What follows belongs to an exercise in optimizing a design on an open flow for small area and few clock cycles per item; a production flow would make more cautious choices. Where RTL was checked, it was by simulation tests only, not by an equivalence proof against the original. The RTL of runs 1 and 5 to 7 was laid out without a check of its function.

==> flow/design.v (outline; a module is shown in full before it is edited, if it fits) <==
// module cplx_alu_core: 963 lines
// module cplx_alu_sched: 139 lines
module cplx_alu_sched
#(
  parameter int WIDTH      = cplx_pkg::CPLX_WIDTH,
  parameter int NREQ       = cplx_pkg::CPLX_NREQ,
  parameter int FIFO_DEPTH = cplx_pkg::CPLX_FIFO_DEPTH
) (
  input  logic                              clk,
  input  logic                              rst_n,
  input  logic [NREQ-1:0]                   req_valid,
  output logic [NREQ-1:0]                   req_ready,
  input  logic [NREQ-1:0]                   req_op,
  input  logic [NREQ-1:0][WIDTH-1:0]        req_a_re,
  input  logic [NREQ-1:0][WIDTH-1:0]        req_a_im,
  input  logic [NREQ-1:0][WIDTH-1:0]        req_b_re,
  input  logic [NREQ-1:0][WIDTH-1:0]        req_b_im,
  output logic                              rsp_valid,
  input  logic                              rsp_ready,
  output logic [$clog2(NREQ)-1:0]           rsp_id,
  output logic                              rsp_op,
  output logic signed [2*WIDTH:0]           rsp_re,
  output logic signed [2*WIDTH:0]           rsp_im,
  output logic                              busy
);
  // ...
==> flow/flow/run.sh <==
#!/bin/bash
# The standard layout, with the port buffers that global placement inserts made
# sky130_fd_sc_hd__buf_1 instead of the tool's default pick; every port still gets one.
set -euo pipefail
export BUFFER_PORTS_ARGS="-buffer_cell sky130_fd_sc_hd__buf_1"
bash standard.sh finish > standard.log 2>&1
==> flow/standard.sh <==
#!/bin/bash
# synth_recipe.tcl (not shown) runs the flow's synth.tcl, then flattens the netlist and writes it again
# the make line also repeats each setting of config.mk as NAME=value (left out here)
make -C /OpenROAD-flow-scripts/flow DESIGN_CONFIG=/design/flow/config.mk WORK_HOME=/design/flow/orfs CLKGATE_MAP_FILE= SYNTH_SCRIPT=/design/flow/synth_recipe.tcl "${@:-finish}"
==> flow/config.mk <==
export PLATFORM = sky130hd
export DESIGN_NAME = cplx_alu_sched
export DESIGN_NICKNAME = cplx_alu_sched
export VERILOG_FILES = /design/flow/design.v
export SDC_FILE = /design/flow/constraint.sdc
export NUM_CORES = 4
export LEC_CHECK = 0
export ABC_AREA = 1
export CAP_MARGIN = 20
export CORE_MARGIN = 2
export CORE_UTILIZATION = 40
export SLEW_MARGIN = 20
==> flow/constraint.sdc <==
create_clock -name core_clock -period 10.0 [get_ports {clk}]
set_input_delay 2.0000 -clock core_clock [delete_from_list [all_inputs] [get_ports {clk}]]
set_output_delay 2.0000 -clock core_clock [all_outputs]
set_load 0.01 [all_outputs]
==> flow_summary.yaml, run 1 <==
synth:
  ys_types: 63
  synth-compound-area-share_pct: 20.5
  synthAdderAreaFrac_pct: 25.4
  synth_top_family_by_area: "adder cells"
  ys.flop_type: "edfxtp_1"
  synthesis.area_mm2: 0.0222
  syn_area_per_cell_um2: 7.91
  ys_ff_latch: 112
  syn_nets: 3389
clock_network:
  cts_hold_buf: 0
  root_buffer: "clkbuf_16"
  clockBufferDepth: 2
hold_path:
  min_to: "out_op_q$_SDFFE_PP1P_"
timing:
  setup_tns_ns: 0
  drv_slew: 0
  finalCritPeriodShare_pct: 92.2
  clock_skew_ns: 0.0106
  fin_ws_ns: 0.780
flow_run:
  drv_cap: 0
final_layout:
  layout-drive-gt1-share_pct: 6.81
  finalInstanceArea_mm2: 0.0244
  nClkBuffers: 13
worst_setup_path:
  crit_path_max_incr_delay_ns: 0.59
  worst_setup_path_start_kind: "flop"
grt:
  antenna_found_initial: 10
  grt_usage_pct: 32.4
route:
  route.met3.wl_mm: 9.76
  drtIter0Drc: 2600
  drt-vias-per-instance: 5.81
  detail-route-antenna-nets: 0
run_status:
  status: "no timing/DRC/antenna violations"
==> module cplx_alu_sched, before the edit <==
module cplx_alu_sched
#(
  parameter int WIDTH      = cplx_pkg::CPLX_WIDTH,
  parameter int NREQ       = cplx_pkg::CPLX_NREQ,
  parameter int FIFO_DEPTH = cplx_pkg::CPLX_FIFO_DEPTH
) (
  input  logic                              clk,
  input  logic                              rst_n,
  input  logic [NREQ-1:0]                   req_valid,
  output logic [NREQ-1:0]                   req_ready,
  input  logic [NREQ-1:0]                   req_op,
  input  logic [NREQ-1:0][WIDTH-1:0]        req_a_re,
  input  logic [NREQ-1:0][WIDTH-1:0]        req_a_im,
  input  logic [NREQ-1:0][WIDTH-1:0]        req_b_re,
  input  logic [NREQ-1:0][WIDTH-1:0]        req_b_im,
  output logic                              rsp_valid,
  input  logic                              rsp_ready,
  output logic [$clog2(NREQ)-1:0]           rsp_id,
  output logic                              rsp_op,
  output logic signed [2*WIDTH:0]           rsp_re,
  output logic signed [2*WIDTH:0]           rsp_im,
  output logic                              busy
);
  localparam int IDW = $clog2(NREQ);
  localparam int RW  = 2*WIDTH + 1;
  logic                 pre_v_q, out_v_q;
  logic [IDW-1:0]       pre_id_q, out_id_q;
  logic signed [RW-1:0] pre_re_q;
  logic                 out_op_q;
  logic signed [RW-1:0] out_re_q, out_im_q;
  logic [IDW-1:0]       add_ptr_q, mul_ptr_q;
  logic [IDW-1:0]       nm_id_q;
  logic [NREQ-1:0]      add_req, mul_req, mul_left, taken;
  logic                 taken_found;
  logic [IDW-1:0]       taken_pick;
  logic                 add_found, mul_found;
  logic [IDW-1:0]       add_pick, mul_pick, mul_base, cand;
  logic                 can_load, load_mul, load_add, do_pre;
  logic [IDW-1:0]       mac_id;
  logic signed [RW-1:0] mac_res;
  logic signed [RW-1:0] add_re, add_im;
  always_comb begin
    add_req = req_valid & ~req_op;
    mul_req = req_valid & req_op;
    add_found = 1'b0;
    add_pick  = '0;
    for (int i = 1; i <= NREQ; i++) begin
      cand = add_ptr_q + IDW'(i);
      if (!add_found && add_req[cand]) begin
        add_found = 1'b1;
        add_pick  = cand;
      end
    end
    can_load = rst_n && (!out_v_q || rsp_ready);
    load_mul = can_load && pre_v_q;
    load_add = can_load && !pre_v_q && add_found;
    do_pre   = rst_n && !pre_v_q && mul_req[nm_id_q];
    mac_id   = pre_v_q ? pre_id_q : nm_id_q;
    req_ready = '0;
    if (load_mul) req_ready[pre_id_q] = 1'b1;
    if (load_add) req_ready[add_pick] = 1'b1;
    mul_left  = mul_req & ~req_ready;
    taken     = req_ready;
    mul_base  = do_pre ? nm_id_q : mul_ptr_q;
    mul_found = 1'b0;
    mul_pick  = '0;
    taken_found = 1'b0;
    taken_pick  = '0;
    for (int i = 1; i <= NREQ; i++) begin
      cand = mul_base + IDW'(i);
      if (!mul_found && mul_left[cand]) begin
        mul_found = 1'b1;
        mul_pick  = cand;
      end
      if (!taken_found && taken[cand]) begin
        taken_found = 1'b1;
        taken_pick  = cand;
      end
    end
    if (!mul_found && taken_found) mul_pick = taken_pick;
  end
  cplx_alu_core #(
    .WIDTH (WIDTH)
  ) u_core (
    .im_sel (pre_v_q),
    .a_re   (req_a_re[mac_id]),
    .a_im   (req_a_im[mac_id]),
    .b_re   (req_b_re[mac_id]),
    .b_im   (req_b_im[mac_id]),
    .res    (mac_res)
  );
  logic signed [WIDTH-1:0] add_a_re, add_a_im, add_b_re, add_b_im;
  assign add_a_re = req_a_re[add_pick];
  assign add_a_im = req_a_im[add_pick];
  assign add_b_re = req_b_re[add_pick];
  assign add_b_im = req_b_im[add_pick];
  assign add_re   = RW'(add_a_re) + RW'(add_b_re);
  assign add_im   = RW'(add_a_im) + RW'(add_b_im);
  always_ff @(posedge clk or negedge rst_n) begin
    if (!rst_n) begin
      pre_v_q   <= 1'b0;
      pre_id_q  <= '0;
      out_v_q   <= 1'b0;
      add_ptr_q <= IDW'(NREQ - 1);
      mul_ptr_q <= IDW'(NREQ - 1);
      nm_id_q   <= '0;
    end else begin
      if (can_load) out_v_q <= load_mul || load_add;
      if (load_add) add_ptr_q <= add_pick;
      if (load_mul) pre_v_q <= 1'b0;
      if (do_pre) begin
        pre_v_q   <= 1'b1;
        pre_id_q  <= nm_id_q;
        mul_ptr_q <= nm_id_q;
      end
      if (mul_found || taken_found) nm_id_q <= mul_pick;
    end
  end
  always_ff @(posedge clk) begin
    if (do_pre) pre_re_q <= mac_res;
    if (load_mul) begin
      out_id_q <= pre_id_q;
      out_op_q <= 1'b1;
      out_re_q <= pre_re_q;
      out_im_q <= mac_res;
    end else if (load_add) begin
      out_id_q <= add_pick;
      out_op_q <= 1'b0;
      out_re_q <= add_re;
      out_im_q <= add_im;
    end
  end
  assign rsp_valid = out_v_q;
  assign rsp_id    = out_id_q;
  assign rsp_op    = out_op_q;
  assign rsp_re    = out_re_q;
  assign rsp_im    = out_im_q;
  assign busy      = out_v_q;
endmodule
==> inputs of run 2 (changes only) <==
--- a/flow/design.v
+++ b/flow/design.v
@@ -1074,4 +1074,27 @@
     .res    (mac_res)
   );
+  localparam int LO = (WIDTH + 2) / 2;
+  function automatic logic signed [WIDTH:0] add_sum(input logic [WIDTH-1:0] a,
+                                                   input logic [WIDTH-1:0] b);
+    logic [WIDTH:0] ae, be, s0, s1;
+    logic           c, c0, c1;
+    ae = {a[WIDTH-1], a};
+    be = {b[WIDTH-1], b};
+    c  = 1'b0;
+    for (int i = 0; i < LO; i++) begin
+      s0[i] = ae[i] ^ be[i] ^ c;
+      c     = (ae[i] & be[i]) | (ae[i] & c) | (be[i] & c);
+    end
+    s1 = s0;
+    c0 = 1'b0;
+    c1 = 1'b1;
+    for (int i = LO; i <= WIDTH; i++) begin
+      s0[i] = ae[i] ^ be[i] ^ c0;
+      s1[i] = ae[i] ^ be[i] ^ c1;
+      c0    = (ae[i] & be[i]) | (ae[i] & c0) | (be[i] & c0);
+      c1    = (ae[i] & be[i]) | (ae[i] & c1) | (be[i] & c1);
+    end
+    add_sum = c ? s1 : s0;
+  endfunction
   logic signed [WIDTH-1:0] add_a_re, add_a_im, add_b_re, add_b_im;
   assign add_a_re = req_a_re[add_pick];
@@ -1079,6 +1102,6 @@
   assign add_b_re = req_b_re[add_pick];
   assign add_b_im = req_b_im[add_pick];
-  assign add_re   = RW'(add_a_re) + RW'(add_b_re);
-  assign add_im   = RW'(add_a_im) + RW'(add_b_im);
+  assign add_re   = RW'(add_sum(add_a_re, add_b_re));
+  assign add_im   = RW'(add_sum(add_a_im, add_b_im));
   always_ff @(posedge clk or negedge rst_n) begin
     if (!rst_n) begin
==> run 2 against run 1 <==
Net effect: sequential share of layout area up 0.27 points; synthesized area decreased by 2.8%; synthesized cell count fell by 1.3%; clock skew up 0.0041 ns; via count is 1.4% lower; non-clock buffer count is 3 higher; first-iteration DRC count fell by 4.1%; critical path type is now in2reg; critical endpoint is now out_im_q[31]$_DFFE_PP_; largest cell class unchanged.
==> flow_summary.yaml, run 2 <==
final_layout:
  finalInstanceArea_mm2: 0.0239
  fillers: 5450
  area_delta_synth_final_pct: 10.6
  layout.nets: 3600
  final_common_cell: "nand2_1"
  fin_cells: 3726
  layout-drive-gt1-share_pct: 6.51
  most-common-layout-cells: "nand2_1 (547), inv_1 (341), buf_1 (341), xor2_1 (290), o22ai_1 (283)"
  top_regs: "out_im_q (33), out_re_q (33), pre_re_q (33)"
floorplanning:
  initial_utilization_pct: 40.3
  die_area_mm2: 0.0558
  fp-row-count: 85
  die_h_um: 236
  fp.coreArea_mm2: 0.0536
  die_w_um: 236
  ioPinCount: 342
clock_network:
  insertion_delay_ns: 0.36
  cts_buffers: 9
  cts_hold_buf: 0
  post_cts_buffers: 0
  clkTransAtPathRegs_ns: 0.08
  cts_tree: "built"
  clockBufferDepth: 2
  root_buffer: "clkbuf_16"
  cts_resized: 0
  clock-sinks: 112
  htree_num_levels: 3
synth:
  yosys.area_share.simple_pct: 17.2
  synth.most_common_cell: "nand2_1"
  synth_xor_area_share_pct: 12.6
  synthArstFlopShare_pct: 8.93
  ys.flop_type: "edfxtp_1"
  synthAdderAreaFrac_pct: 26.5
  yosysWarnings: 1
  synth-edff-count: 101
  synth_mux_area_share_pct: 0.400
  ys_types: 64
  ys_seq_area_share_pct: 15.3
  synthesis.area_mm2: 0.0216
  synth-compound-area-share_pct: 18.2
  synth_commonest_cells: "nand2_1 (548), inv_1 (343), xor2_1 (290)"
  ys_ff_latch: 112
  syn_area_per_cell_um2: 7.79
  synth.area.top_cells: "fa_1 (22%), edfxtp_1 (14%), xor2_1 (12%)"
  netlist_instances: 2770
  synth_top_family_by_area: "adder cells"
  syn_nets: 3350
  yosysTopAreaCell: "fa_1"
  synth_top_area_share_pct: 22.2
placement:
  postPlaceCellArea_mm2: 0.0236
  place_congestion: 0.998
  place_inst: 3704
  io_buffers: 341
  dp_hpwl_mm: 76.7
timing:
  post-route-min-period_ns: 9.13
  drv_slew: 0
  clock_skew_ns: 0.0147
  slew_headroom_pct: 28.4
  finalCritPeriodShare_pct: 91.3
  setup_tns_ns: 0
  whs_ns: 0.508
  fmax_ghz: 0.109
  rsz0062_at_grt: "no"
  worst_slew_pin_slew_ns: 1.07
  hold_viol_final: 0
  setup_viol: 0
route:
  drtIter0Drc: 2494
  wirelength_mm: 94.4
  vias: 21800
  drt-vias-per-instance: 5.86
  wl_per_cell_um: 25.3
  detail-route-antenna-nets: 0
  drtPass1Iterations: 8
  drcViolationCount: 0
worst_setup_path:
  cpMaxStageDelayCell: "fa_1"
  crit_arrival_ns: 9.22
  path_buf_inv: 5
  crit_path_max_incr_delay_ns: 0.56
  worstPathRequired_ns: 10.09
  worst_setup_path_start_kind: "input pin"
  cp_max_fo: 17
  endpoint_kind: "flop"
  crit_type: "in2reg"
  cp_top_family: "adder cells"
grt:
  grt_max_degree: 142
  grt_usage_pct: 33.2
  antenna_found_initial: 6
  overflow: 0
  grt_pass1_wl_mm: 139
  grt_pass1_vias: 20800
run_status:
  status: "no timing/DRC/antenna violations"
flow_run:
  drv_cap: 0
hold_path:
  hold_class: "reg2reg"
run 2: cell count changes in the layout (fill, tap and decap cells not counted), moves of 15 or more:
cell      before  now
a21oi_1      109   84
nor2_1       105  136
inv_1        358  341
ha_1          90   74
nand2_1      514  547
o22ai_2       28    2
nand3_1      112   84
or2_2          7   23
o22ai_1      261  283
xnor2_1       36   21
o221ai_1      62   22
xor2_1       275  290
nand2_2       14   32
run 2: cells by family after synthesis:
| family | count (synthesis) |
|---|---|
| and+or+nand+nor | 866 |
| buffers and inverters | 535 |
| xor gates and xnor gates | 311 |
| muxes | 8 |
| DFF | 112 |
| AOI/OAI and AO/OA | 625 |
| adders and majority gates | 313 |
run 2: worst reg2reg max path, delay by kind of cell (launching register included):
family / cells / cell delay (ns)
adders and majority gates: 7 / 3.42
and+or+nand+nor: 12 / 1.55
AOI/OAI and AO/OA: 8 / 1.50
buffers and inverters: 6 / 1.26
DFF: 1 / 0.48
xor gates and xnor gates: 1 / 0.23
run 2: path summary, 6_finish.rpt:
path / slack [ns] / to / from / cells past startpoint
max: 0.87 / out_im_q[31]$_DFFE_PP_ / req_a_re[39] / 30
min: 0.51 / out_op_q$_SDFFE_PP1P_ / out_op_q$_SDFFE_PP1P_ / 2
max reg2reg: 1.31 / out_im_q[31]$_DFFE_PP_ / nm_id_q[0]$_DFFE_PN0P_ / 34
min reg2reg: 0.51 / out_op_q$_SDFFE_PP1P_ / out_op_q$_SDFFE_PP1P_ / 2
max in group asynchronous: 7.92 / pre_v_q$_DFFE_PN0P_ / rst_n / 1
min in group asynchronous: 1.64 / out_v_q$_DFFE_PN0P_ / rst_n / 1
run 2: metal layers:
metal	share of wire (%)	up-vias	GRT usage [%]
met4	4.1	2	10.9
met5	0.019	-	0
met1	42	10700	45.9
met2	45	1175	53.1
met3	8.8	199	5.27
li1	-	9722	-
run 2: stage by stage:
stage | setup slack (ns) | utilization [%]
2_1_floorplan | 1.37 | -
3_3_place_gp | 0.616 | 44.0
3_5_place_dp | 0.591 | 44.0
4_1_cts | 0.950 | 44.5
5_1_grt | 0.453 | 44.5
6_report | 0.867 | 44.6
run 2: cell type report:
type | instances | area (um^2) | area share (%)
clock inverters | 5 | 35.0 | 0.147
well taps | 696 | 871 | 3.65
repair buffers | 409 | 1840 | 7.71
inverters | 365 | 1380 | 5.77
diodes | 6 | 15.0 | 0.0629
flip-flops and latches | 112 | 3310 | 13.9
clock buffers | 10 | 229 | 0.959
multi-input cells | 2123 | 16200 | 67.9
Testbench counts of run 2, summed over its fixed seeds: cycles 3,828, items 3,200.
==> inputs of run 3 (changes only) <==
--- a/flow/config.mk
+++ b/flow/config.mk
@@ -9,4 +9,5 @@
 export CAP_MARGIN = 20
 export CORE_MARGIN = 2
-export CORE_UTILIZATION = 40
+export CORE_UTILIZATION = 60
+export PLACE_DENSITY = 0.75
 export SLEW_MARGIN = 20
==> run 3 against run 2 <==
Net effect: still clean; core utilization increased by 22 points; clock-buffer cell count unchanged; via count increased by 2.2%; critical path type unchanged; largest cell class unchanged; highest routed layer unchanged.
==> flow_summary.yaml, run 3 <==
timing:
  fmax_ghz: 0.106
  slew_headroom_pct: 26.9
  setup_viol: 0
  whs_ns: 0.479
  clock_skew_ns: 0.0143
  setup_tns_ns: 0
  hold_viol_final: 0
  worst_slew_pin_slew_ns: 1.09
  rsz0062_at_grt: "no"
  fin_ws_ns: 0.603
  finalCritPeriodShare_pct: 94.0
  post-route-min-period_ns: 9.40
  drv_slew: 0
grt:
  grt_busiest_layer: "met2"
  antenna_found_initial: 1
  overflow: 0
  grt_max_degree: 142
  grt_pass1_wl_mm: 128
  grt_usage_pct: 44.4
  grt_pass1_vias: 21100
  met1_usage_pct: 58.1
  use_met3_pct: 13.7
  grt_use_met2_pct: 68.3
floorplanning:
  fp-row-count: 69
  die_area_mm2: 0.0375
  fp.coreArea_mm2: 0.0355
  die_h_um: 194
  die_w_um: 194
  initial_utilization_pct: 60.8
  ioPinCount: 342
flow_run:
  drv_cap: 0
run_status:
  status: "no timing/DRC/antenna violations"
synth:
  ys.flop_type: "edfxtp_1"
  syn_nets: 3350
  synth.most_common_cell: "nand2_1"
  synth.area.top_cells: "fa_1 (22%), edfxtp_1 (14%), xor2_1 (12%)"
  yosysTopAreaCell: "fa_1"
  synth_top_area_share_pct: 22.2
  synth_commonest_cells: "nand2_1 (548), inv_1 (343), xor2_1 (290)"
  netlist_instances: 2770
  ys_ff_latch: 112
  synth-edff-count: 101
  syn_area_per_cell_um2: 7.79
  synthArstFlopShare_pct: 8.93
  synthesis.area_mm2: 0.0216
  yosysWarnings: 1
  ys_types: 64
  ys_seq_area_share_pct: 15.3
worst_setup_path:
  worstPathRequired_ns: 10.08
  cp_common_cell: "nand2_1"
  crit_path_max_incr_delay_ns: 0.62
  worst_setup_path_start_kind: "input pin"
  cpMaxStageDelayCell: "fa_1"
  crit_type: "in2reg"
  endpoint_kind: "flop"
  r2r_slack_ns: 0.96
  r2r-end: "out_im_q[31]$_DFFE_PP_"
  timing.rr.start: "pre_v_q$_DFFE_PN0P_"
  cp_max_fo: 16
  reg2reg_depth: 34
  crit_arrival_ns: 9.48
placement:
  dp_hpwl_mm: 68.2
  place_inst: 3456
  postPlaceCellArea_mm2: 0.0232
  place_congestion: 1.08
  pre_cts_ws_ns: 0.488
  io_buffers: 341
route:
  drtPass1Iterations: 12
  vias: 22300
  drt-vias-per-instance: 6.43
  wirelength_mm: 85.3
  wl_per_cell_um: 24.5
  detail-route-antenna-nets: 0
  drtIter0Drc: 3062
  drcViolationCount: 0
clock_network:
  cts_hold_buf: 0
  clock-sinks: 112
  cts_tree: "built"
  cts_resized: 0
  insertion_delay_ns: 0.36
  root_buffer: "clkbuf_16"
  htree_num_levels: 3
  clkTransAtPathRegs_ns: 0.08
  cts_buffers: 9
  post_cts_buffers: 0
  clockBufferDepth: 2
hold_path:
  min_to: "out_op_q$_SDFFE_PP1P_"
  min-delay-start: "out_op_q$_SDFFE_PP1P_"
  hold_depth: 2
  hold_class: "reg2reg"
final_layout:
  final_common_cell: "nand2_1"
  most-common-layout-cells: "nand2_1 (547), inv_1 (341), buf_1 (341), xor2_1 (290), o22ai_1 (283)"
  top_regs: "out_im_q (33), out_re_q (33), pre_re_q (33)"
  layout-drive-gt1-share_pct: 6.14
  utilization_pct: 66.2
  finalInstanceArea_mm2: 0.0235
  fin_cells: 3474
  area_delta_synth_final_pct: 8.75
  layout.nets: 3586
==> run 3: changes by cell type in the layout (fill, tap and decap cells not counted), sizes merged <==
| cell | delta |
|---|---|
| buf | -14 |
| diode | -4 |
| clkinvlp | -3 |
| inv | +4 |
==> run 3: critical path: cells and delay by family <==
family	cells	cell delay, ns
compound gates	8	1.73
xor+xnor	1	0.23
fa+ha+maj	7	3.47
buf+inv	5	0.48
simple gates	10	1.53
==> run 3: layout make-up <==
cell class | count | area [um^2]
multi-input cells | 2123 | 16200
fillers | 3081 | 12000
flip-flops and latches | 112 | 3310
repair buffers | 395 | 1720
inverters | 365 | 1380
well taps | 461 | 577
clock buffers | 10 | 229
clock inverters | 6 | 51.3
diodes | 2 | 5.00
==> run 3: worst max-delay path by stage <==
stage | slack (ns) | end | cells past startpoint | from
floorplan | 1.37 | out_im_q[31]$_DFFE_PP_ | 30 | req_a_re[35]
global placement | 0.70 | out_im_q[31]$_DFFE_PP_ | 31 | req_a_re[35]
detailed placement | 0.49 | out_im_q[31]$_DFFE_PP_ | 31 | req_a_re[35]
CTS | 0.79 | out_im_q[32]$_DFFE_PP_ | 31 | req_a_re[35]
global route | 0.33 | out_im_q[31]$_DFFE_PP_ | 31 | req_a_re[35]
finish | 0.60 | out_im_q[31]$_DFFE_PP_ | 31 | req_a_re[35]
==> run 3: metal layers <==
layer,wire [um],vias up
met4,4880,2
met3,12200,299
met1,31300,10700
met5,78,-
li1,-,9688
met2,36800,1675
==> run 3: kinds of logic after synthesis <==
group | Yosys count | synth area share (%)
flip-flops | 112 | 15.3
adder cells (fa/ha/maj) | 313 | 26.5
AO/OA/AOI/OAI | 625 | 18.2
buffers and inverters | 535 | 9.79
XOR/XNOR | 311 | 12.6
AND/OR/NAND/NOR | 866 | 17.2
multiplexers | 8 | 0.400
==> inputs of run 4 (changes only) <==
--- a/flow/config.mk
+++ b/flow/config.mk
@@ -7,7 +7,8 @@
 export LEC_CHECK = 0
 export ABC_AREA = 1
-export CAP_MARGIN = 20
+export CAP_MARGIN = 5
 export CORE_MARGIN = 2
 export CORE_UTILIZATION = 60
+export CTS_BUF_LIST = sky130_fd_sc_hd__clkbuf_4 sky130_fd_sc_hd__clkbuf_8
 export PLACE_DENSITY = 0.75
-export SLEW_MARGIN = 20
+export SLEW_MARGIN = 5
==> run 4 against run 3 <==
Net effect: hold slack better by 0.0069 ns; die area did not move; final cell count is essentially flat; highest routed layer unchanged; core utilization fell by 0.27 points; still clean on timing, DRC and antenna; via count decreased by 0.19%; routed wire length rose by 0.10%; sequential share of layout area increased by 0.057 points; register-to-register slack hardly changed; final area decreased by 0.41%; global-route usage barely moved; critical path type unchanged; synthesized cell count did not move.
==> flow_summary.yaml, run 4 <==
run_status:
  status: "no timing/DRC/antenna violations"
synth:
  synth_mux_area_share_pct: 0.400
  syn_area_per_cell_um2: 7.79
  ys.flop_type: "edfxtp_1"
  synth_top_area_share_pct: 22.2
  synthAdderAreaFrac_pct: 26.5
  synth_commonest_cells: "nand2_1 (548), inv_1 (343), xor2_1 (290)"
  synthesis.area_mm2: 0.0216
  synth.most_common_cell: "nand2_1"
  ys_types: 64
  yosysTopAreaCell: "fa_1"
  synthArstFlopShare_pct: 8.93
  synth_top_family_by_area: "adder cells"
  synth_xor_area_share_pct: 12.6
  synth-compound-area-share_pct: 18.2
  synth.area.top_cells: "fa_1 (22%), edfxtp_1 (14%), xor2_1 (12%)"
  ys_seq_area_share_pct: 15.3
  syn_nets: 3350
  ys_ff_latch: 112
  yosys.area_share.simple_pct: 17.2
  netlist_instances: 2770
  synth-edff-count: 101
  yosysWarnings: 1
final_layout:
  fillers: 3108
  layout-drive-gt1-share_pct: 6.18
  final_common_cell: "nand2_1"
  utilization_pct: 65.9
  top_regs: "out_im_q (33), out_re_q (33), pre_re_q (33)"
  regArea_mm2: 0.00331
  layout.nets: 3586
  most-common-layout-cells: "nand2_1 (547), inv_1 (341), buf_1 (341), xor2_1 (290), o22ai_1 (283)"
  multi_input_comb_area_mm2: 0.0162
  area_delta_synth_final_pct: 8.31
route:
  wirelength_mm: 85.4
  wl_per_cell_um: 24.6
  drtIter0Drc: 3005
  drcViolationCount: 0
  wl_met2_mm: 37.0
  route.met3.wl_mm: 11.8
  drtPass1Iterations: 7
  vias: 22300
  drt-vias-per-instance: 6.41
  top_layer: "met5"
  wirelength_met1_mm: 31.7
  detail-route-antenna-nets: 0
grt:
  grt_max_degree: 142
  grt_pass1_vias: 21100
  overflow: 0
  grt_usage_pct: 44.5
  antenna_found_initial: 1
  grt_pass1_wl_mm: 128
worst_setup_path:
  worstPathRequired_ns: 10.12
  cp_common_cell: "nand2_1"
  worst_setup_path_start_kind: "input pin"
  crit_path_max_incr_delay_ns: 0.62
  cpMaxStageDelayCell: "fa_1"
  endpoint_kind: "flop"
  cp_max_fo: 16
  crit_type: "in2reg"
  crit_arrival_ns: 9.49
floorplanning:
  fp-row-count: 69
  initial_utilization_pct: 60.8
  die_h_um: 194
  die_area_mm2: 0.0375
  fp.coreArea_mm2: 0.0355
  ioPinCount: 342
  die_w_um: 194
placement:
  pre_cts_ws_ns: 0.488
  place_congestion: 1.08
  io_buffers: 341
  dp_hpwl_mm: 68.2
clock_network:
  cts_resized: 0
  cts_tree: "built"
  htree_num_levels: 3
  insertion_delay_ns: 0.38
  cts_hold_buf: 0
  cts_buffers: 9
  clockBufferDepth: 2
  post_cts_buffers: 0
  clkTransAtPathRegs_ns: 0.12
  clock-sinks: 112
  root_buffer: "clkbuf_8"
hold_path:
  hold_class: "reg2reg"
timing:
  setup_viol: 0
  drv_slew: 0
  finalCritPeriodShare_pct: 93.7
  clock_skew_ns: 0.0141
  setup_tns_ns: 0
  hold_viol_final: 0
  fin_ws_ns: 0.631
  whs_ns: 0.486
  fmax_ghz: 0.107
  slew_headroom_pct: 26.7
  rsz0062_at_grt: "no"
  post-route-min-period_ns: 9.37
  worst_slew_pin_slew_ns: 1.10
flow_run:
  drv_cap: 0
-- run 4: cell type report --
class                           count  area share [%]
Clock buffer                       10           0.562
Tap cell                          461            2.47
Inverter                          365            5.90
Timing Repair Buffer              395            7.37
Antenna cell                        3          0.0321
Sequential cell                   112            14.1
Clock inverter                      6           0.219
Multi-Input combinational cell   2123            69.3
-- run 4: kinds of logic (layout without fill, tap and decap cells) --
| kind of cell | after synthesis | in the layout |
|---|---|---|
| AOI/OAI and AO/OA | 625 | 625 |
| xor gates and xnor gates | 311 | 311 |
| adders and majority gates | 313 | 313 |
| buffers and inverters | 535 | 776 |
| DFF | 112 | 112 |
| muxes | 8 | 8 |
| other | 0 | 3 |
| and+or+nand+nor | 866 | 866 |
-- run 4: layer usage --
metal	global-route usage (%)	vias up
li1	-	9681
met2	68.6	1661
met4	18.4	2
met1	58.1	10600
met5	1.53	-
met3	13.9	292
-- run 4: path summary, 6_finish.rpt --
check | slack (ns) | cells past startpoint | start | to
setup / recovery | 0.63 | 31 | req_a_re[51] | out_im_q[31]$_DFFE_PP_
hold / removal | 0.49 | 2 | out_op_q$_SDFFE_PP1P_ | out_op_q$_SDFFE_PP1P_
setup reg to reg | 0.95 | 34 | pre_v_q$_DFFE_PN0P_ | out_im_q[31]$_DFFE_PP_
hold reg to reg | 0.49 | 2 | out_op_q$_SDFFE_PP1P_ | out_op_q$_SDFFE_PP1P_
max in group asynchronous | 7.99 | 1 | rst_n | pre_id_q[0]$_DFFE_PN0P_
min in group asynchronous | 1.60 | 1 | rst_n | out_v_q$_DFFE_PN0P_
-- run 4: per-stage QoR --
stage / instance area, um^2 / instances
after floorplan: 21600 / 2770
after global placement: 23200 / 3456
after detailed placement: 23200 / 3456
after CTS: 23400 / 3472
after global routing: 23400 / 3472
final: 23400 / 3475
-- run 4: critical path: cells and delay by family --
family / cells / cell delay, ns
AO/OA/AOI/OAI: 8 / 1.75
XOR/XNOR: 1 / 0.23
adder cells (fa/ha/maj): 7 / 3.47
buffers and inverters: 5 / 0.47
AND/OR/NAND/NOR: 10 / 1.53
==> inputs of run 5 (changes only) <==
--- a/flow/design.v
+++ b/flow/design.v
@@ -1010,7 +1010,8 @@
   logic                 pre_v_q, out_v_q;
   logic [IDW-1:0]       pre_id_q, out_id_q;
-  logic signed [RW-1:0] pre_re_q;
+  logic signed [2*WIDTH-1:0] pre_re_q;
   logic                 out_op_q;
-  logic signed [RW-1:0] out_re_q, out_im_q;
+  logic signed [2*WIDTH-1:0] out_re_q;
+  logic signed [RW-1:0] out_im_q;
   logic [IDW-1:0]       add_ptr_q, mul_ptr_q;
   logic [IDW-1:0]       nm_id_q;
@@ -1125,5 +1126,5 @@
   end
   always_ff @(posedge clk) begin
-    if (do_pre) pre_re_q <= mac_res;
+    if (do_pre) pre_re_q <= mac_res[2*WIDTH-1:0];
     if (load_mul) begin
       out_id_q <= pre_id_q;
@@ -1134,5 +1135,5 @@
       out_id_q <= add_pick;
       out_op_q <= 1'b0;
-      out_re_q <= add_re;
+      out_re_q <= add_re[2*WIDTH-1:0];
       out_im_q <= add_im;
     end
@@ -1141,5 +1142,5 @@
   assign rsp_id    = out_id_q;
   assign rsp_op    = out_op_q;
-  assign rsp_re    = out_re_q;
+  assign rsp_re    = RW'(out_re_q);
   assign rsp_im    = out_im_q;
   assign busy      = out_v_q;
==> run 5 against run 4 <==
Net effect: largest cell class unchanged; die area fell by 0.20%; flip-flop and latch count fell by 2; critical path type unchanged; critical endpoint is now out_im_q[28]$_DFFE_PP_; clock skew fell by 0.0046 ns; final area rose by 0.59%; setup slack improved by 0.25 ns; first-iteration DRC count fell by 4.5%.
==> flow_summary.yaml, run 5 <==
placement:
  place_inst: 3502
  dp_hpwl_mm: 67.2
  io_buffers: 341
  place_congestion: 1.06
grt:
  grt_use_met2_pct: 65.1
  antenna_found_initial: 2
  grt_pass1_wl_mm: 125
  grt_busiest_layer: "met2"
  grt_max_degree: 130
  grt_usage_pct: 43.5
  overflow: 0
  met1_usage_pct: 57.9
  use_met3_pct: 14.4
  grt_pass1_vias: 21400
route:
  wl_per_cell_um: 23.5
  drtIter0Drc: 2870
  drt-vias-per-instance: 6.29
  drtPass1Iterations: 6
  detail-route-antenna-nets: 0
  vias: 22100
  drcViolationCount: 0
  wirelength_mm: 82.5
final_layout:
  most-common-layout-cells: "nand2_1 (565), inv_1 (365), buf_1 (341), xor2_1 (291), o22ai_1 (263)"
  multi_input_comb_area_mm2: 0.0161
  final_common_cell: "nand2_1"
  largest_register_ffs: 33
  diodes: 0
  utilization_pct: 66.3
  area_delta_synth_final_pct: 9.16
  fin_cells: 3517
  top_register: "out_im_q"
  regArea_mm2: 0.00325
  fillers: 3126
  layout.nets: 3634
  layout-drive-gt1-share_pct: 6.15
  top_regs: "out_im_q (33), out_re_q (32), pre_re_q (32)"
worst_setup_path:
  timing.rr.start: "pre_v_q$_DFFE_PN0P_"
  crit_arrival_ns: 9.24
  r2r_slack_ns: 0.92
  worst_setup_path_start_kind: "input pin"
  r2r-end: "out_im_q[28]$_DFFE_PP_"
  cp_max_fo: 18
  crit_type: "in2reg"
  cpMaxStageDelayCell: "fa_1"
  cp_common_cell: "fa_1"
  crit_path_max_incr_delay_ns: 0.55
  endpoint_kind: "flop"
  reg2reg_depth: 34
  worstPathRequired_ns: 10.11
synth:
  ys_types: 58
  yosysTopAreaCell: "fa_1"
  yosysWarnings: 1
  synthArstFlopShare_pct: 9.09
  syn_nets: 3373
  syn_area_per_cell_um2: 7.72
  ys.flop_type: "edfxtp_1"
  synth.most_common_cell: "nand2_1"
  netlist_instances: 2791
  synth-edff-count: 99
  ys_seq_area_share_pct: 15.1
  synth.area.top_cells: "fa_1 (22%), edfxtp_1 (14%), xor2_1 (12%)"
  synth_top_area_share_pct: 22.2
  synthesis.area_mm2: 0.0215
  synth_commonest_cells: "nand2_1 (566), inv_1 (366), xor2_1 (291)"
  ys_ff_latch: 110
timing:
  fmax_ghz: 0.110
  clock_skew_ns: 0.00945
  worst_slew_pin_slew_ns: 1.16
  post-route-min-period_ns: 9.12
  finalCritPeriodShare_pct: 91.2
  setup_tns_ns: 0
  setup_viol: 0
  hold_viol_final: 0
  rsz0062_at_grt: "no"
  slew_headroom_pct: 21.8
  drv_slew: 0
  whs_ns: 0.489
floorplanning:
  die_w_um: 193
  ioPinCount: 342
  die_h_um: 193
  die_area_mm2: 0.0374
  initial_utilization_pct: 60.7
  fp-row-count: 69
  fp.coreArea_mm2: 0.0355
clock_network:
  root_buffer: "clkbuf_8"
  clock-sinks: 110
  post_cts_buffers: 0
  cts_buffers: 9
  insertion_delay_ns: 0.38
  htree_num_levels: 3
  clkTransAtPathRegs_ns: 0.10
  cts_tree: "built"
  cts_resized: 0
  cts_hold_buf: 0
  clockBufferDepth: 2
hold_path:
  hold_depth: 2
  min-delay-start: "out_op_q$_SDFFE_PP1P_"
  hold_class: "reg2reg"
  min_to: "out_op_q$_SDFFE_PP1P_"
flow_run:
  drv_cap: 0
run_status:
  status: "no timing/DRC/antenna violations"
[run 5: worst max-delay path by stage]
stage	from	endpoint	cells after the start
final	req_a_re[13]	out_im_q[28]$_DFFE_PP_	29
after global routing	pre_v_q$_DFFE_PN0P_	out_im_q[22]$_DFFE_PP_	37
after CTS	req_a_re[13]	out_im_q[28]$_DFFE_PP_	29
after detailed placement	req_a_re[13]	out_im_q[28]$_DFFE_PP_	29
after global placement	req_a_re[13]	out_im_q[31]$_DFFE_PP_	29
after floorplan	req_a_re[51]	out_im_q[22]$_DFFE_PP_	33
[run 5: per-layer routing]
metal | vias to the layer above | wire, um
met3 | 289 | 11600
met4 | 6 | 4310
met2 | 1605 | 34700
met1 | 10500 | 31700
met5 | - | 89
li1 | 9755 | -
[run 5: cell type report]
class	count	area share, %
clock buffers	10	0.559
clock inverters	5	0.197
inverters	389	6.23
multi-input cells	2121	68.6
flip-flops and latches	110	13.8
well taps	461	2.45
repair buffers	421	8.16
[run 5: metrics by stage]
stage	setup slack, ns	area, um^2
after global placement	0.726	23300
after CTS	0.999	23500
after global routing	0.368	23500
after detailed placement	0.598	23300
after floorplan	1.15	21500
final	0.876	23500
[run 5: cells by family after synthesis]
| kind of cell | share of synthesized area (%) |
|---|---|
| XOR/XNOR | 12.8 |
| AND/OR/NAND/NOR | 16.8 |
| adder cells (fa/ha/maj) | 26.6 |
| AO/OA/AOI/OAI | 18.1 |
| buffers and inverters | 10.2 |
| multiplexers | 0.406 |
| flip-flops | 15.1 |
[run 5: critical path, delay by kind of cell]
family          cells  cell delay, ns
compound gates      6            1.22
simple gates        8            1.43
fa+ha+maj           7            3.33
xor+xnor            2            0.41
buf+inv             6            0.83
==> inputs of run 6 (changes only) <==
--- a/flow/config.mk
+++ b/flow/config.mk
@@ -7,8 +7,7 @@
 export LEC_CHECK = 0
 export ABC_AREA = 1
-export CAP_MARGIN = 5
+export CAP_MARGIN = 20
 export CORE_MARGIN = 2
 export CORE_UTILIZATION = 60
-export CTS_BUF_LIST = sky130_fd_sc_hd__clkbuf_4 sky130_fd_sc_hd__clkbuf_8
 export PLACE_DENSITY = 0.75
-export SLEW_MARGIN = 5
+export SLEW_MARGIN = 20
==> run 6 against run 5 <==
Net effect: first-iteration DRC count increased by 1.3%; core utilization rose by 0.29 points; flip-flop and latch count stayed put; still clean; setup slack worse by 0.070 ns.
==> flow_summary.yaml, run 6 <==
run_status:
  status: "no timing/DRC/antenna violations"
synth:
  synthArstFlopShare_pct: 9.09
  synth_xor_area_share_pct: 12.8
  syn_nets: 3373
  synth_top_area_share_pct: 22.2
  yosysTopAreaCell: "fa_1"
  yosys.area_share.simple_pct: 16.8
  syn_area_per_cell_um2: 7.72
  synth_commonest_cells: "nand2_1 (566), inv_1 (366), xor2_1 (291)"
  synth_mux_area_share_pct: 0.407
  synth.most_common_cell: "nand2_1"
  ys_seq_area_share_pct: 15.1
  ys_ff_latch: 110
  netlist_instances: 2791
  synth_top_family_by_area: "adder cells"
  synth-edff-count: 99
  yosysWarnings: 1
  synthAdderAreaFrac_pct: 26.6
  ys.flop_type: "edfxtp_1"
  ys_types: 58
  synthesis.area_mm2: 0.0215
  synth.area.top_cells: "fa_1 (22%), edfxtp_1 (14%), xor2_1 (12%)"
  synth-compound-area-share_pct: 18.1
final_layout:
  layout-drive-gt1-share_pct: 6.15
  top_regs: "out_im_q (33), out_re_q (32), pre_re_q (32)"
  largest_register_ffs: 33
  top_register: "out_im_q"
  final_common_cell: "nand2_1"
  layout.nets: 3634
  diodes: 0
  area_delta_synth_final_pct: 9.63
  most-common-layout-cells: "nand2_1 (565), inv_1 (365), buf_1 (341), xor2_1 (291), o22ai_1 (263)"
placement:
  dp_hpwl_mm: 67.2
  io_buffers: 341
  place_congestion: 1.06
  pre_cts_ws_ns: 0.598
worst_setup_path:
  crit_arrival_ns: 9.28
  worstPathRequired_ns: 10.08
  endpoint_kind: "flop"
  crit_path_max_incr_delay_ns: 0.55
  cpMaxStageDelayCell: "fa_1"
  cp_common_cell: "fa_1"
  cp_max_fo: 18
  crit_type: "in2reg"
  worst_setup_path_start_kind: "input pin"
grt:
  overflow: 0
  grt_max_degree: 130
  grt_usage_pct: 43.6
  grt_pass1_vias: 21400
  antenna_found_initial: 1
  grt_pass1_wl_mm: 126
timing:
  setup_viol: 0
  post-route-min-period_ns: 9.19
  slew_headroom_pct: 25.2
  fin_ws_ns: 0.806
  whs_ns: 0.490
  setup_tns_ns: 0
  clock_skew_ns: 0.00791
  hold_viol_final: 0
  rsz0062_at_grt: "no"
  worst_slew_pin_slew_ns: 1.11
  fmax_ghz: 0.109
  drv_slew: 0
  finalCritPeriodShare_pct: 91.9
clock_network:
  clkTransAtPathRegs_ns: 0.07
  cts_buffers: 9
  cts_resized: 0
  root_buffer: "clkbuf_16"
  clock-sinks: 110
  post_cts_buffers: 0
  insertion_delay_ns: 0.36
  cts_hold_buf: 0
  htree_num_levels: 3
  cts_tree: "built"
  clockBufferDepth: 2
hold_path:
  hold_class: "reg2reg"
floorplanning:
  fp.coreArea_mm2: 0.0355
  ioPinCount: 342
  die_area_mm2: 0.0374
  initial_utilization_pct: 60.7
  die_h_um: 193
  die_w_um: 193
  fp-row-count: 69
route:
  wl_per_cell_um: 23.5
  detail-route-antenna-nets: 0
  drtPass1Iterations: 6
  drt-vias-per-instance: 6.31
  drtIter0Drc: 2908
  wirelength_mm: 82.7
  drcViolationCount: 0
  vias: 22200
flow_run:
  drv_cap: 0
## run 6: layer usage
metal | track usage (%) | up-vias | share of wire [%]
met4 | 18.3 | 2 | 5.1
met3 | 15.0 | 300 | 14
li1 | - | 9753 | -
met1 | 57.6 | 10500 | 38
met5 | 0 | - | 0.016
met2 | 65.4 | 1635 | 42
## run 6: kinds of logic (layout without fill, tap and decap cells)
| logic type | count (synthesis) | after routing |
|---|---|---|
| compound gates | 616 | 616 |
| xor+xnor | 314 | 314 |
| fa+ha+maj | 315 | 315 |
| buf+inv | 560 | 825 |
| flops | 110 | 110 |
| mux | 8 | 8 |
| simple gates | 868 | 868 |
## run 6: worst max-delay path, delay by kind of cell
family,cells,cell delay (ns)
simple gates,8,1.45
fa+ha+maj,7,3.38
xor+xnor,2,0.36
compound gates,6,1.21
buf+inv,6,0.84
## run 6: cell type report
type,instances,area (um^2)
clock inverters,5,46.3
inverters,389,1470
multi-input cells,2121,16100
flip-flops and latches,110,3250
well taps,461,577
clock buffers,10,229
repair buffers,421,1920
fillers,3118,11900
## run 6: worst paths after layout
path / start / endpoint / slack, ns / depth (start not counted)
max in group asynchronous: rst_n / nm_id_q[1]$_DFFE_PN0P_ / 7.96 / 1
hold / removal: out_op_q$_SDFFE_PP1P_ / out_op_q$_SDFFE_PP1P_ / 0.49 / 2
hold reg to reg: out_op_q$_SDFFE_PP1P_ / out_op_q$_SDFFE_PP1P_ / 0.49 / 2
setup reg to reg: pre_v_q$_DFFE_PN0P_ / out_im_q[28]$_DFFE_PP_ / 0.91 / 34
min in group asynchronous: rst_n / pre_v_q$_DFFE_PN0P_ / 1.63 / 1
setup / recovery: req_a_re[13] / out_im_q[28]$_DFFE_PP_ / 0.81 / 29
## run 6: stage by stage
step | instances | area [um^2] | utilization [%]
after floorplan | 2791 | 21500 | -
after global placement | 3502 | 23300 | 65.8
after detailed placement | 3502 | 23300 | 65.8
after CTS | 3517 | 23600 | 66.6
after global routing | 3517 | 23600 | 66.6
final | 3517 | 23600 | 66.6
==> inputs of run 7 (changes only) <==
==> flow/flow/run.sh (replaced) <==
#!/bin/bash
# The standard layout, with two changes to how the layout is made:
#  - the port buffers that global placement inserts are sky130_fd_sc_hd__buf_1 instead of the
#    tool's default pick (every port still gets one);
#  - after global routing's timing repair, gates on paths with positive slack are downsized
#    (ORFS's RECOVER_POWER step, on all such paths).
set -euo pipefail
export BUFFER_PORTS_ARGS="-buffer_cell sky130_fd_sc_hd__buf_1"
export RECOVER_POWER=100
bash standard.sh finish > standard.log 2>&1
==> run 7 against run 6 <==
Net effect: the layout now fails its checks (capacitance limit, slew limit); final area down 0.36%; non-clock buffer count unchanged; die area unchanged; synthesized area unchanged; global-route usage unchanged; setup slack worse by 0.20 ns; fmax down 2.1%; flip-flop and latch count unchanged; hold slack worse by 0.00099 ns; register-to-register slack worse by 0.11 ns; synthesized cell count unchanged; first-iteration DRC count down 5.1%.
==> flow_summary.yaml, run 7 <==
synth:
  synth_top_area_share_pct: 22.2
  synthArstFlopShare_pct: 9.09
  syn_nets: 3373
  yosysTopAreaCell: "fa_1"
  synth_commonest_cells: "nand2_1 (566), inv_1 (366), xor2_1 (291)"
  ys.flop_type: "edfxtp_1"
  syn_area_per_cell_um2: 7.72
  ys_seq_area_share_pct: 15.1
  synthesis.area_mm2: 0.0215
  synth.area.top_cells: "fa_1 (22%), edfxtp_1 (14%), xor2_1 (12%)"
  ys_types: 58
  yosysWarnings: 1
  synth.most_common_cell: "nand2_1"
  netlist_instances: 2791
  ys_ff_latch: 110
  synth-edff-count: 99
final_layout:
  fin_cells: 3517
  top_regs: "out_im_q (33), out_re_q (32), pre_re_q (32)"
  layout.nets: 3634
  largest_register_ffs: 33
  utilization_pct: 66.3
  diodes: 0
  final_common_cell: "nand2_1"
  area_delta_synth_final_pct: 9.24
  top_register: "out_im_q"
  layout-drive-gt1-share_pct: 5.50
  most-common-layout-cells: "nand2_1 (573), inv_1 (365), buf_1 (340), xor2_1 (291), o22ai_1 (263)"
  fillers: 3139
timing:
  clock_skew_ns: 0.00679
  slew_headroom_pct: -132
  fmax_ghz: 0.107
  fin_ws_ns: 0.610
  worst_slew_pin_slew_ns: 3.48
  finalCritPeriodShare_pct: 93.9
  rsz0062_at_grt: "no"
  hold_viol_final: 0
  whs_ns: 0.489
  drv_slew: 210
  post-route-min-period_ns: 9.39
  setup_viol: 0
  setup_tns_ns: 0
clock_network:
  cts_buffers: 9
  clkTransAtPathRegs_ns: 0.07
  insertion_delay_ns: 0.36
  cts_hold_buf: 0
  cts_resized: 0
  cts_tree: "built"
  clock-sinks: 110
  root_buffer: "clkbuf_16"
  htree_num_levels: 3
  post_cts_buffers: 0
  clockBufferDepth: 2
worst_setup_path:
  path_buf_inv: 7
  crit_arrival_ns: 9.58
  worst_setup_path_start_kind: "input pin"
  r2r-end: "out_im_q[28]$_DFFE_PP_"
  r2r_slack_ns: 0.80
  reg2reg_depth: 34
  timing.rr.start: "pre_v_q$_DFFE_PN0P_"
  cp_max_fo: 20
  worstPathRequired_ns: 10.19
  cpMaxStageDelayCell: "nand2_1"
  cp_top_family: "adder cells"
  cp_common_cell: "fa_1"
  endpoint_kind: "flop"
  crit_type: "in2reg"
  crit_path_max_incr_delay_ns: 0.70
hold_path:
  hold_class: "reg2reg"
  min_to: "out_op_q$_SDFFE_PP1P_"
  min-delay-start: "out_op_q$_SDFFE_PP1P_"
  hold_depth: 2
floorplanning:
  ioPinCount: 342
  die_h_um: 193
  fp.coreArea_mm2: 0.0355
  die_area_mm2: 0.0374
  fp-row-count: 69
  die_w_um: 193
  initial_utilization_pct: 60.7
placement:
  dp_hpwl_mm: 67.2
  place_inst: 3502
  io_buffers: 341
  place_congestion: 1.06
  pre_cts_ws_ns: 0.598
flow_run:
  drv_cap: 4
grt:
  grt_pass1_vias: 21400
  grt_pass1_wl_mm: 126
  grt_usage_pct: 43.6
  grt_max_degree: 130
  antenna_found_initial: 1
  overflow: 0
route:
  wirelength_mm: 82.8
  drtPass1Iterations: 6
  drt-vias-per-instance: 6.32
  vias: 22200
  detail-route-antenna-nets: 0
  drcViolationCount: 0
  wl_per_cell_um: 23.5
  drtIter0Drc: 2759
run_status:
  status: "complete, but fails checks"
  so.violations: "capacitance limit, slew limit"
## run 7: metrics by stage
stage               instance area (um^2)
floorplan                          21500
global placement                   23300
detailed placement                 23300
CTS                                23600
global route                       23500
finish                             23500
## run 7: worst reg2reg max path: cells and delay by family, from the launching register on
kind                     cells  cell delay [ns]
adder cells (fa/ha/maj)      7             3.33
buffers and inverters        8             1.89
AND/OR/NAND/NOR             10             1.79
AO/OA/AOI/OAI                7             1.14
XOR/XNOR                     2             0.40
flip-flops                   1             0.33
## run 7: logic make-up (layout without fill, tap and decap cells)
logic type	count (synthesis)	in the layout	share of synthesized area, %
compound gates	616	616	18.1
xor+xnor	314	314	12.8
fa+ha+maj	315	315	26.6
buf+inv	560	825	10.2
flops	110	110	15.1
mux	8	8	0.406
simple gates	868	868	16.8
## run 7: layout make-up
class	instances	area [um^2]	share of cell area, %
multi-input combinational	2121	16100	68.2
clock inverter	5	46.3	0.197
timing repair buffer	421	1910	8.10
clock buffer	10	229	0.973
inverter	389	1470	6.23
tap	461	577	2.45
sequential	110	3250	13.8
## run 7: worst max path at each step
stage	startpoint	endpoint	slack, ns	cells after the start
floorplan	req_a_re[51]	out_im_q[22]$_DFFE_PP_	1.15	33
detailed placement	req_a_re[13]	out_im_q[28]$_DFFE_PP_	0.60	29
global placement	req_a_re[13]	out_im_q[31]$_DFFE_PP_	0.73	29
finish	req_op[0]	out_im_q[28]$_DFFE_PP_	0.61	29
CTS	req_a_re[13]	out_im_q[28]$_DFFE_PP_	0.93	29
global route	req_op[0]	out_im_q[28]$_DFFE_PP_	0.21	30
## run 7: layer usage
metal | routed length, um | vias up | track usage (%)
li1 | - | 9751 | -
met1 | 31300 | 10500 | 57.6
met2 | 34900 | 1700 | 65.4
met3 | 12400 | 290 | 15.0
met4 | 4250 | 2 | 18.3
met5 | 13 | - | 0

## re-timing with driven ports
No port has a modelled driver above. Below, the same layouts with a new extraction and two added sets of constraints. Step 1: set_driving_cell puts a clkbuf_16 on clk and a buf_2 on each other input, an assumption about the parent block. Step 2 also shifts input and output timing later by t, the mid clock arrival at the registers, as if the neighbouring blocks saw the same clock. Slacks: no drivers / after step 1 / after step 2; pairs: no drivers / after step 1.
| run | shift t [ns] | setup slack, ns | hold slack, ns | clock arrival spread, ns | worst register clock-pin slew, ns |
|---|---|---|---|---|---|
| run 1 | 0.410 | 0.780 / 0.780 / 0.464 | 0.463 / 0.463 / 0.463 | 0.014 / 0.015 | 0.08 / 0.08 |
| run 2 | 0.393 | 0.867 / 0.883 / 0.491 | 0.508 / 0.508 / 0.508 | 0.015 / 0.015 | 0.08 / 0.08 |
| run 3 | 0.391 | 0.603 / 0.599 / 0.208 | 0.479 / 0.479 / 0.479 | 0.014 / 0.014 | 0.08 / 0.08 |
| run 4 | 0.410 | 0.631 / 0.619 / 0.208 | 0.486 / 0.486 / 0.486 | 0.014 / 0.015 | 0.12 / 0.12 |
| run 5 | 0.414 | 0.876 / 0.888 / 0.474 | 0.489 / 0.489 / 0.489 | 0.010 / 0.010 | 0.10 / 0.10 |
| run 6 | 0.400 | 0.806 / 0.825 / 0.425 | 0.490 / 0.490 / 0.490 | 0.008 / 0.008 | 0.07 / 0.07 |
| run 7 | 0.400 | 0.610 / 0.631 / 0.231 | 0.489 / 0.489 / 0.489 | 0.007 / 0.007 | 0.07 / 0.07 |
The setup slack of run 4, which loses most, moves by -0.012 ns with the drivers and by -0.423 ns with both steps.
